Background: an optimization exercise with open tools, aiming at small area, a short achievable clock period and few clock cycles. Do not read the settings as production practice.
In this exercise RTL edits were held to simulation tests only and were not proved equivalent to the original.
Power figures rest on the tool's default switching activity, not on a simulated workload.

// program_flow_unit
module program_flow_unit
(
    input  logic  clk,
    input  logic  reset,
    input  logic  start,
    input  flow_pkg::addr_t start_addr,
    input  logic  prog_we,
    input  flow_pkg::addr_t prog_addr,
    input  isa_pkg::word_t prog_data,
    output flow_pkg::addr_t pc,
    output flow_pkg::addr_t sp,
    output logic  halted,
    output logic  fault,
    output logic  retire
);
For scale: ~8,900 cells after synthesis, ~87 I/O pins, ~160,000 µm² of cells after synthesis.
==> module pfu_rowdec, before the edit <==
module pfu_rowdec
(
    input  logic [7:0]  x,
    output logic [7:0]  lo_o,
    output logic [15:0] hi_o,
    output logic [7:0]  lo_e,
    output logic [15:0] hi_e
);
    logic [7:0] xe;
    assign xe   = x + 8'd1;
    assign lo_o = 8'd1 << x[3:1];
    assign hi_o = 16'd1 << x[7:4];
    assign lo_e = 8'd1 << xe[3:1];
    assign hi_e = 16'd1 << xe[7:4];
endmodule
clock: 6.0 ns
lec_check: 0
cap_margin: 20
core_margin: 2
core_utilization: 40
cts_cluster_diameter: 100
cts_cluster_size: 20
place_density: 0.6
setup_slack_margin: 2.5
slew_margin: 20
synth_hierarchical: 1
synth_minimum_keep_size: 0
run.sh (not shown) runs the stock make flow with config.mk's settings and CLKGATE_MAP_FILE= SYNTH_SCRIPT=/design/flow/synth_recipe.tcl, a recipe that flattens the netlist after the stock synthesis.
The baseline completed with no timing, DRC or antenna violations.
Testbench counts at the start, summed over its fixed seeds: cycles 30,964.
Then changed:
--- a/flow/design.v
+++ b/flow/design.v
@@ -200,16 +200,14 @@
     output logic [7:0]  lo_o,
     output logic [15:0] hi_o,
     output logic [7:0]  lo_e,
     output logic [15:0] hi_e
 );
-    logic [7:0] xe;
-    assign xe   = x + 8'd1;
     assign lo_o = 8'd1 << x[3:1];
     assign hi_o = 16'd1 << x[7:4];
-    assign lo_e = 8'd1 << xe[3:1];
-    assign hi_e = 16'd1 << xe[7:4];
+    assign lo_e = x[0] ? {lo_o[6:0], lo_o[7]} : lo_o;
+    assign hi_e = (x[0] & (x[3:1] == 3'd7)) ? {hi_o[14:0], hi_o[15]} : hi_o;
 endmodule
 module pfu_rowsel
 (
     input  logic [7:0]   lo,
     input  logic [15:0]  hi,
What happened: Clock-buffer cell count rises by 21. Final area falls by 0.63%. Hold slack improved by 0.34 ns. Routed wire length falls by 0.36%. Area after synthesis hardly moves.
Testbench counts after the change, summed over its fixed seeds: cycles 30,964.

## red
The RTL this note starts from:
==> flow/design.v <==
`default_nettype none
package isa_pkg;
    typedef logic [15:0] word_t;
    typedef enum logic [3:0] {
        op_nop  = 4'd0,
        op_jmp  = 4'd1,    
        op_call = 4'd2,    
        op_ret  = 4'd3,    
        op_halt = 4'd15
    } opcode_t;
    typedef struct packed {
        opcode_t     opcode;
        logic [11:0] operand;
    } instr_t;
endpackage
`default_nettype wire
`default_nettype none
package flow_pkg;
    typedef logic [15:0] addr_t;
    typedef struct packed {
        logic load_start;   
        logic load_instr;   
        logic load_stack;   
        logic incr;
    } pc_ctrl_t;
    typedef struct packed {
        logic push;
        logic pop;
    } sp_ctrl_t;
endpackage
`default_nettype wire
`timescale 1ns/1ps
`default_nettype none
module program_flow_unit
(
    input  logic  clk,
    input  logic  reset,
    input  logic  start,
    input  flow_pkg::addr_t start_addr,
    input  logic  prog_we,
    input  flow_pkg::addr_t prog_addr,
    input  isa_pkg::word_t prog_data,
    output flow_pkg::addr_t pc,
    output flow_pkg::addr_t sp,
    output logic  halted,
    output logic  fault,
    output logic  retire
);
    localparam int nw = 128;   
    logic              running;
    logic [3:0]        depth;    
    logic [15:0]       stk [8];
    logic [16*nw-1:0]  bank_e;
    logic [16*nw-1:0]  bank_o;
    logic [7:0]        lo_o, lo_e, lo_o2, lo_e2;
    logic [15:0]       hi_o, hi_e;
    logic wr;
    assign wr = prog_we & ~running;
    genvar gi;
    generate
        for (gi = 0; gi < nw; gi++) begin : g_row
            always_ff @(posedge clk) begin
                if (wr && prog_addr[7:1] == 7'(gi) && !prog_addr[0])
                    bank_e[16*gi +: 16] <= prog_data;
                if (wr && prog_addr[7:1] == 7'(gi) && prog_addr[0])
                    bank_o[16*gi +: 16] <= prog_data;
            end
        end
    endgenerate
    logic [nw-1:0] sel_e, sel_o;
    logic [15:0]   rd_e, rd_o;
    pfu_rowsel u_rowsel_e (.lo_a(lo_e), .lo_b(lo_e2), .hi(hi_e), .sel(sel_e));
    pfu_rowsel u_rowsel_o (.lo_a(lo_o), .lo_b(lo_o2), .hi(hi_o), .sel(sel_o));
    pfu_bankrd u_bankrd_e (.sel(sel_e), .words(bank_e), .rd(rd_e));
    pfu_bankrd u_bankrd_o (.sel(sel_o), .words(bank_o), .rd(rd_o));
    logic        full, empty;
    logic [15:0] pc_inc1, pc_inc2, top;
    assign full    = depth[3];
    assign empty   = (depth == 4'd0);
    assign pc_inc1 = pc + 16'd1;
    assign pc_inc2 = pc + 16'd2;
    assign top     = stk[3'(depth - 4'd1)];
    logic ae, ao, ld;
    assign ae = running & ~pc[0];    
    assign ao = running & pc[0];     
    assign ld = ~running & start;
    logic c0_tgt_e, c0_tgt_o, c0_ret, c0_inc, c0_stop, c0_fault, c0_call;
    logic c1_tgt_e, c1_tgt_o, c1_ret, c1_inc;
    logic c2_tgt_e, c2_tgt_o, c2_ret, c2_inc;
    pfu_ctl u_ctl_pc (
        .op_e(rd_e[15:12]), .op_o(rd_o[15:12]), .ae(ae), .ao(ao), .full(full), .empty(empty),
        .tgt_e(c0_tgt_e), .tgt_o(c0_tgt_o), .ret(c0_ret), .inc(c0_inc),
        .stop(c0_stop), .flt(c0_fault), .call(c0_call)
    );
    pfu_ctl u_ctl_ro (
        .op_e(rd_e[15:12]), .op_o(rd_o[15:12]), .ae(ae), .ao(ao), .full(full), .empty(empty),
        .tgt_e(c1_tgt_e), .tgt_o(c1_tgt_o), .ret(c1_ret), .inc(c1_inc),
        .stop(), .flt(), .call()
    );
    pfu_ctl u_ctl_re (
        .op_e(rd_e[15:12]), .op_o(rd_o[15:12]), .ae(ae), .ao(ao), .full(full), .empty(empty),
        .tgt_e(c2_tgt_e), .tgt_o(c2_tgt_o), .ret(c2_ret), .inc(c2_inc),
        .stop(), .flt(), .call()
    );
    logic [7:0]  eo_lo_o, eo_lo_e, oo_lo_o, oo_lo_e, r_lo_o, r_lo_e, s_lo_o, s_lo_e;
    logic [15:0] eo_hi_o, eo_hi_e, oo_hi_o, oo_hi_e, r_hi_o, r_hi_e, s_hi_o, s_hi_e;
    pfu_rowdec u_dec_te (.x(rd_e[7:0]),       .lo_o(eo_lo_o), .hi_o(eo_hi_o), .lo_e(eo_lo_e), .hi_e(eo_hi_e));
    pfu_rowdec u_dec_to (.x(rd_o[7:0]),       .lo_o(oo_lo_o), .hi_o(oo_hi_o), .lo_e(oo_lo_e), .hi_e(oo_hi_e));
    pfu_rowdec u_dec_r  (.x(top[7:0]),        .lo_o(r_lo_o),  .hi_o(r_hi_o),  .lo_e(r_lo_e),  .hi_e(r_hi_e));
    pfu_rowdec u_dec_s  (.x(start_addr[7:0]), .lo_o(s_lo_o),  .hi_o(s_hi_o),  .lo_e(s_lo_e),  .hi_e(s_hi_e));
    logic [7:0]  i_lo_o, i_lo_e;
    logic [15:0] i_hi_o, i_hi_e;
    assign i_lo_o = lo_e;
    assign i_hi_o = hi_e;
    assign i_lo_e = {lo_o[6:0], lo_o[7]};
    assign i_hi_e = lo_o[7] ? {hi_o[14:0], hi_o[15]} : hi_o;
    logic        keep;
    logic [15:0] base;
    assign keep = c0_stop | ~running;
    assign base = ld ? start_addr : pc;
    logic [15:0] pc_n;
    pfu_sel5 #(16) u_pc_n (.t_e(c0_tgt_e), .t_o(c0_tgt_o), .r(c0_ret), .i(c0_inc), .l(keep),
                           .a_te(rd_e), .a_to(rd_o), .a_r(top), .a_i(pc_inc1), .a_l(base), .y(pc_n));
    always_ff @(posedge clk or negedge reset) begin
        if (!reset) begin
            running <= 1'b0;
            pc      <= '0;
            fault   <= 1'b0;
            retire  <= 1'b0;
            depth   <= 4'd0;
        end else begin
            running <= (running & ~c0_stop) | ld;
            retire  <= running & ~c0_stop;
            if (ld)
                fault <= 1'b0;
            else if (c0_stop)
                fault <= c0_fault;
            if (c0_call)
                depth <= depth + 4'd1;
            else if (c0_ret)
                depth <= depth - 4'd1;
            pc <= pc_n;
        end
    end
    logic [7:0]  nlo_o, nlo_o2, nlo_e, nlo_e2;
    logic [15:0] nhi_o, nhi_e;
    pfu_sel5 #(8)  u_nlo_o  (.t_e(c1_tgt_e), .t_o(c1_tgt_o), .r(c1_ret), .i(c1_inc), .l(ld),
                             .a_te(eo_lo_o), .a_to(oo_lo_o), .a_r(r_lo_o), .a_i(i_lo_o), .a_l(s_lo_o), .y(nlo_o));
    pfu_sel5 #(8)  u_nlo_o2 (.t_e(c1_tgt_e), .t_o(c1_tgt_o), .r(c1_ret), .i(c1_inc), .l(ld),
                             .a_te(eo_lo_o), .a_to(oo_lo_o), .a_r(r_lo_o), .a_i(i_lo_o), .a_l(s_lo_o), .y(nlo_o2));
    pfu_sel5 #(16) u_nhi_o  (.t_e(c1_tgt_e), .t_o(c1_tgt_o), .r(c1_ret), .i(c1_inc), .l(ld),
                             .a_te(eo_hi_o), .a_to(oo_hi_o), .a_r(r_hi_o), .a_i(i_hi_o), .a_l(s_hi_o), .y(nhi_o));
    pfu_sel5 #(8)  u_nlo_e  (.t_e(c2_tgt_e), .t_o(c2_tgt_o), .r(c2_ret), .i(c2_inc), .l(ld),
                             .a_te(eo_lo_e), .a_to(oo_lo_e), .a_r(r_lo_e), .a_i(i_lo_e), .a_l(s_lo_e), .y(nlo_e));
    pfu_sel5 #(8)  u_nlo_e2 (.t_e(c2_tgt_e), .t_o(c2_tgt_o), .r(c2_ret), .i(c2_inc), .l(ld),
                             .a_te(eo_lo_e), .a_to(oo_lo_e), .a_r(r_lo_e), .a_i(i_lo_e), .a_l(s_lo_e), .y(nlo_e2));
    pfu_sel5 #(16) u_nhi_e  (.t_e(c2_tgt_e), .t_o(c2_tgt_o), .r(c2_ret), .i(c2_inc), .l(ld),
                             .a_te(eo_hi_e), .a_to(oo_hi_e), .a_r(r_hi_e), .a_i(i_hi_e), .a_l(s_hi_e), .y(nhi_e));
    always_ff @(posedge clk) begin
        lo_o  <= nlo_o;
        lo_o2 <= nlo_o2;
        hi_o  <= nhi_o;
        lo_e  <= nlo_e;
        lo_e2 <= nlo_e2;
        hi_e  <= nhi_e;
    end
    always_ff @(posedge clk) begin
        if (running && !full)
            stk[depth[2:0]] <= pc_inc2;
    end
    assign halted = ~running;
    assign sp     = 16'h018F - {12'd0, depth};
endmodule
module pfu_ctl
(
    input  logic [3:0] op_e,
    input  logic [3:0] op_o,
    input  logic       ae,
    input  logic       ao,
    input  logic       full,
    input  logic       empty,
    output logic       tgt_e,
    output logic       tgt_o,
    output logic       ret,
    output logic       inc,
    output logic       stop,
    output logic       flt,
    output logic       call
);
    logic j_e, c_e, r_e, h_e, j_o, c_o, r_o, h_o;
    assign j_e = (op_e == 4'h1);
    assign c_e = (op_e == 4'h2);
    assign r_e = (op_e == 4'h3);
    assign h_e = (op_e == 4'hF);
    assign j_o = (op_o == 4'h1);
    assign c_o = (op_o == 4'h2);
    assign r_o = (op_o == 4'h3);
    assign h_o = (op_o == 4'hF);
    assign tgt_o = ae & (j_e | (c_e & ~full));
    assign tgt_e = ao & (j_o | (c_o & ~full));
    assign ret   = ~empty & ((ae & r_e) | (ao & r_o));
    assign inc   = (ae & ~(j_e | c_e | r_e | h_e)) | (ao & ~(j_o | c_o | r_o | h_o));
    assign stop  = (ae & (h_e | (c_e & full) | (r_e & empty)))
                 | (ao & (h_o | (c_o & full) | (r_o & empty)));
    assign flt   = (full & ((ae & c_e) | (ao & c_o))) | (empty & ((ae & r_e) | (ao & r_o)));
    assign call  = ~full & ((ae & c_e) | (ao & c_o));
endmodule
module pfu_rowdec
(
    input  logic [7:0]  x,
    output logic [7:0]  lo_o,
    output logic [15:0] hi_o,
    output logic [7:0]  lo_e,
    output logic [15:0] hi_e
);
    assign lo_o = 8'd1 << x[3:1];
    assign hi_o = 16'd1 << x[7:4];
    assign lo_e = x[0] ? {lo_o[6:0], lo_o[7]} : lo_o;
    assign hi_e = (x[0] & (x[3:1] == 3'd7)) ? {hi_o[14:0], hi_o[15]} : hi_o;
endmodule
module pfu_rowsel
(
    input  logic [7:0]   lo_a,
    input  logic [7:0]   lo_b,
    input  logic [15:0]  hi,
    output logic [127:0] sel
);
    always_comb begin
        for (int i = 0; i < 64; i++)   sel[i] = lo_a[i % 8] & hi[i / 8];
        for (int i = 64; i < 128; i++) sel[i] = lo_b[i % 8] & hi[i / 8];
    end
endmodule
module pfu_sel5 #(
    parameter int w = 8
) (
    input  logic         t_e,
    input  logic         t_o,
    input  logic         r,
    input  logic         i,
    input  logic         l,
    input  logic [w-1:0] a_te,
    input  logic [w-1:0] a_to,
    input  logic [w-1:0] a_r,
    input  logic [w-1:0] a_i,
    input  logic [w-1:0] a_l,
    output logic [w-1:0] y
);
    logic [w-1:0] n_t, n_ri, n_l;
    pfu_aoi22 #(w) u_t  (.s0(t_e), .a(a_te), .s1(t_o), .b(a_to), .y(n_t));
    pfu_aoi22 #(w) u_ri (.s0(r),   .a(a_r),  .s1(i),   .b(a_i),  .y(n_ri));
    pfu_nand2 #(w) u_l  (.s(l), .a(a_l), .y(n_l));
    pfu_nand3 #(w) u_y  (.a(n_t), .b(n_ri), .c(n_l), .y(y));
endmodule
module pfu_aoi22 #(
    parameter int w = 8
) (
    input  logic         s0,
    input  logic [w-1:0] a,
    input  logic         s1,
    input  logic [w-1:0] b,
    output logic [w-1:0] y
);
    assign y = ~(({w{s0}} & a) | ({w{s1}} & b));
endmodule
module pfu_nand2 #(
    parameter int w = 8
) (
    input  logic         s,
    input  logic [w-1:0] a,
    output logic [w-1:0] y
);
    assign y = ~({w{s}} & a);
endmodule
module pfu_nand3 #(
    parameter int w = 8
) (
    input  logic [w-1:0] a,
    input  logic [w-1:0] b,
    input  logic [w-1:0] c,
    output logic [w-1:0] y
);
    assign y = ~(a & b & c);
endmodule
module pfu_bankrd
(
    input  logic [127:0]  sel,
    input  logic [2047:0] words,
    output logic [15:0]   rd
);
    always_comb begin
        rd = '0;
        for (int i = 0; i < 128; i++) rd = rd | ({16{sel[i]}} & words[16*i +: 16]);
    end
endmodule
`default_nettype wire
Settings: LEC_CHECK=0, CAP_MARGIN=20, CORE_MARGIN=2, CORE_UTILIZATION=40, CTS_CLUSTER_DIAMETER=100, CTS_CLUSTER_SIZE=20, PLACE_DENSITY=0.6, SETUP_SLACK_MARGIN=2.5, SLEW_MARGIN=20, SYNTH_HIERARCHICAL=1, SYNTH_MINIMUM_KEEP_SIZE=0; clock period 6.0 ns.
Testbench counts of red, summed over its fixed seeds: cycles 30,964.
[inputs] blue vs red
--- a/flow/design.v
+++ b/flow/design.v
@@ -115,15 +115,12 @@
     assign i_lo_e = {lo_o[6:0], lo_o[7]};
     assign i_hi_e = lo_o[7] ? {hi_o[14:0], hi_o[15]} : hi_o;
     logic        keep;
     logic [15:0] base;
     assign keep = c0_stop | ~running;
     assign base = ld ? start_addr : pc;
-    logic [15:0] pc_n;
-    pfu_sel5 #(16) u_pc_n (.t_e(c0_tgt_e), .t_o(c0_tgt_o), .r(c0_ret), .i(c0_inc), .l(keep),
-                           .a_te(rd_e), .a_to(rd_o), .a_r(top), .a_i(pc_inc1), .a_l(base), .y(pc_n));
     always_ff @(posedge clk or negedge reset) begin
         if (!reset) begin
             running <= 1'b0;
             pc      <= '0;
             fault   <= 1'b0;
             retire  <= 1'b0;
@@ -136,13 +133,17 @@
             else if (c0_stop)
                 fault <= c0_fault;
             if (c0_call)
                 depth <= depth + 4'd1;
             else if (c0_ret)
                 depth <= depth - 4'd1;
-            pc <= pc_n;
+            pc <= ({16{c0_tgt_e}} & rd_e)
+                | ({16{c0_tgt_o}} & rd_o)
+                | ({16{c0_ret}}   & top)
+                | ({16{c0_inc}}   & pc_inc1)
+                | ({16{keep}}     & base);
         end
     end
     logic [7:0]  nlo_o, nlo_o2, nlo_e, nlo_e2;
     logic [15:0] nhi_o, nhi_e;
     pfu_sel5 #(8)  u_nlo_o  (.t_e(c1_tgt_e), .t_o(c1_tgt_o), .r(c1_ret), .i(c1_inc), .l(ld),
                              .a_te(eo_lo_o), .a_to(oo_lo_o), .a_r(r_lo_o), .a_i(i_lo_o), .a_l(s_lo_o), .y(nlo_o));
@@ -242,47 +243,13 @@
     input  logic [w-1:0] a_to,
     input  logic [w-1:0] a_r,
     input  logic [w-1:0] a_i,
     input  logic [w-1:0] a_l,
     output logic [w-1:0] y
 );
-    logic [w-1:0] n_t, n_ri, n_l;
-    pfu_aoi22 #(w) u_t  (.s0(t_e), .a(a_te), .s1(t_o), .b(a_to), .y(n_t));
-    pfu_aoi22 #(w) u_ri (.s0(r),   .a(a_r),  .s1(i),   .b(a_i),  .y(n_ri));
-    pfu_nand2 #(w) u_l  (.s(l), .a(a_l), .y(n_l));
-    pfu_nand3 #(w) u_y  (.a(n_t), .b(n_ri), .c(n_l), .y(y));
-endmodule
-module pfu_aoi22 #(
-    parameter int w = 8
-) (
-    input  logic         s0,
-    input  logic [w-1:0] a,
-    input  logic         s1,
-    input  logic [w-1:0] b,
-    output logic [w-1:0] y
-);
-    assign y = ~(({w{s0}} & a) | ({w{s1}} & b));
-endmodule
-module pfu_nand2 #(
-    parameter int w = 8
-) (
-    input  logic         s,
-    input  logic [w-1:0] a,
-    output logic [w-1:0] y
-);
-    assign y = ~({w{s}} & a);
-endmodule
-module pfu_nand3 #(
-    parameter int w = 8
-) (
-    input  logic [w-1:0] a,
-    input  logic [w-1:0] b,
-    input  logic [w-1:0] c,
-    output logic [w-1:0] y
-);
-    assign y = ~(a & b & c);
+    assign y = ({w{t_e}} & a_te) | ({w{t_o}} & a_to) | ({w{r}} & a_r) | ({w{i}} & a_i) | ({w{l}} & a_l);
 endmodule
 module pfu_bankrd
 (
     input  logic [127:0]  sel,
     input  logic [2047:0] words,
     output logic [15:0]   rd
==> run summary <==
blue finished end to end and its layout was clean on timing, DRC and antenna.
Detailed route, blue vs red: via total lower for blue
Per the comparison of blue with red, final design instance area without fill went down, areal power density over the cells dropped 6.0%, area of combinational cells with multiple inputs shows a reduction of about 3%, post-cts resize count increased 37.
blue vs red on required time of the worst setup path: blue is the higher one.
In the flow results for red and blue, the die area is larger on red.
blue and red ended up with roughly the same wire length.
Combinational group share of total power, red and blue: smaller value in blue
[compare] base=red new=blue: row count shows a reduction of 1, layout overhead on the synthesized area now larger, post-route clock period utilization -0.20 points.
Testbench counts of blue, summed over its fixed seeds: cycles 30,964.

port drivers added, routing unchanged:
The results above use ideal ports. As a check the final layouts listed here were re-extracted and re-timed, cells and wires unchanged.
Step 1 assumes that a clkbuf_16 drives the clock port and a buf_2 every other input.
Step 2 moves the port delays by t, midway between the first and last clock arrival at a register: inputs arrive t later, outputs are due t later. That takes back most of the time a late clock gives input paths.
a / b / c = ideal ports / drivers / drivers and shift; a / b = the first two.
| run | t (ns) | setup WS [ns] | slew at the worst register clock pin (ns) |
|---|---|---|---|
| the first run of note 1 | 1.063 | 1.946 / 1.946 / 1.429 | 0.10 / 0.10 |
| the second run of note 1 | 1.058 | 1.778 / 1.778 / 1.343 | 0.10 / 0.10 |
| red | 1.055 | 2.067 / 2.067 / 1.474 | 0.10 / 0.10 |
| blue | 1.052 | 2.078 / 2.078 / 1.337 | 0.09 / 0.09 |
After both steps setup and hold are still met in every run listed. The setup slack of blue, which loses most, moves by 0.000 ns with the drivers and by -0.741 ns with both steps.
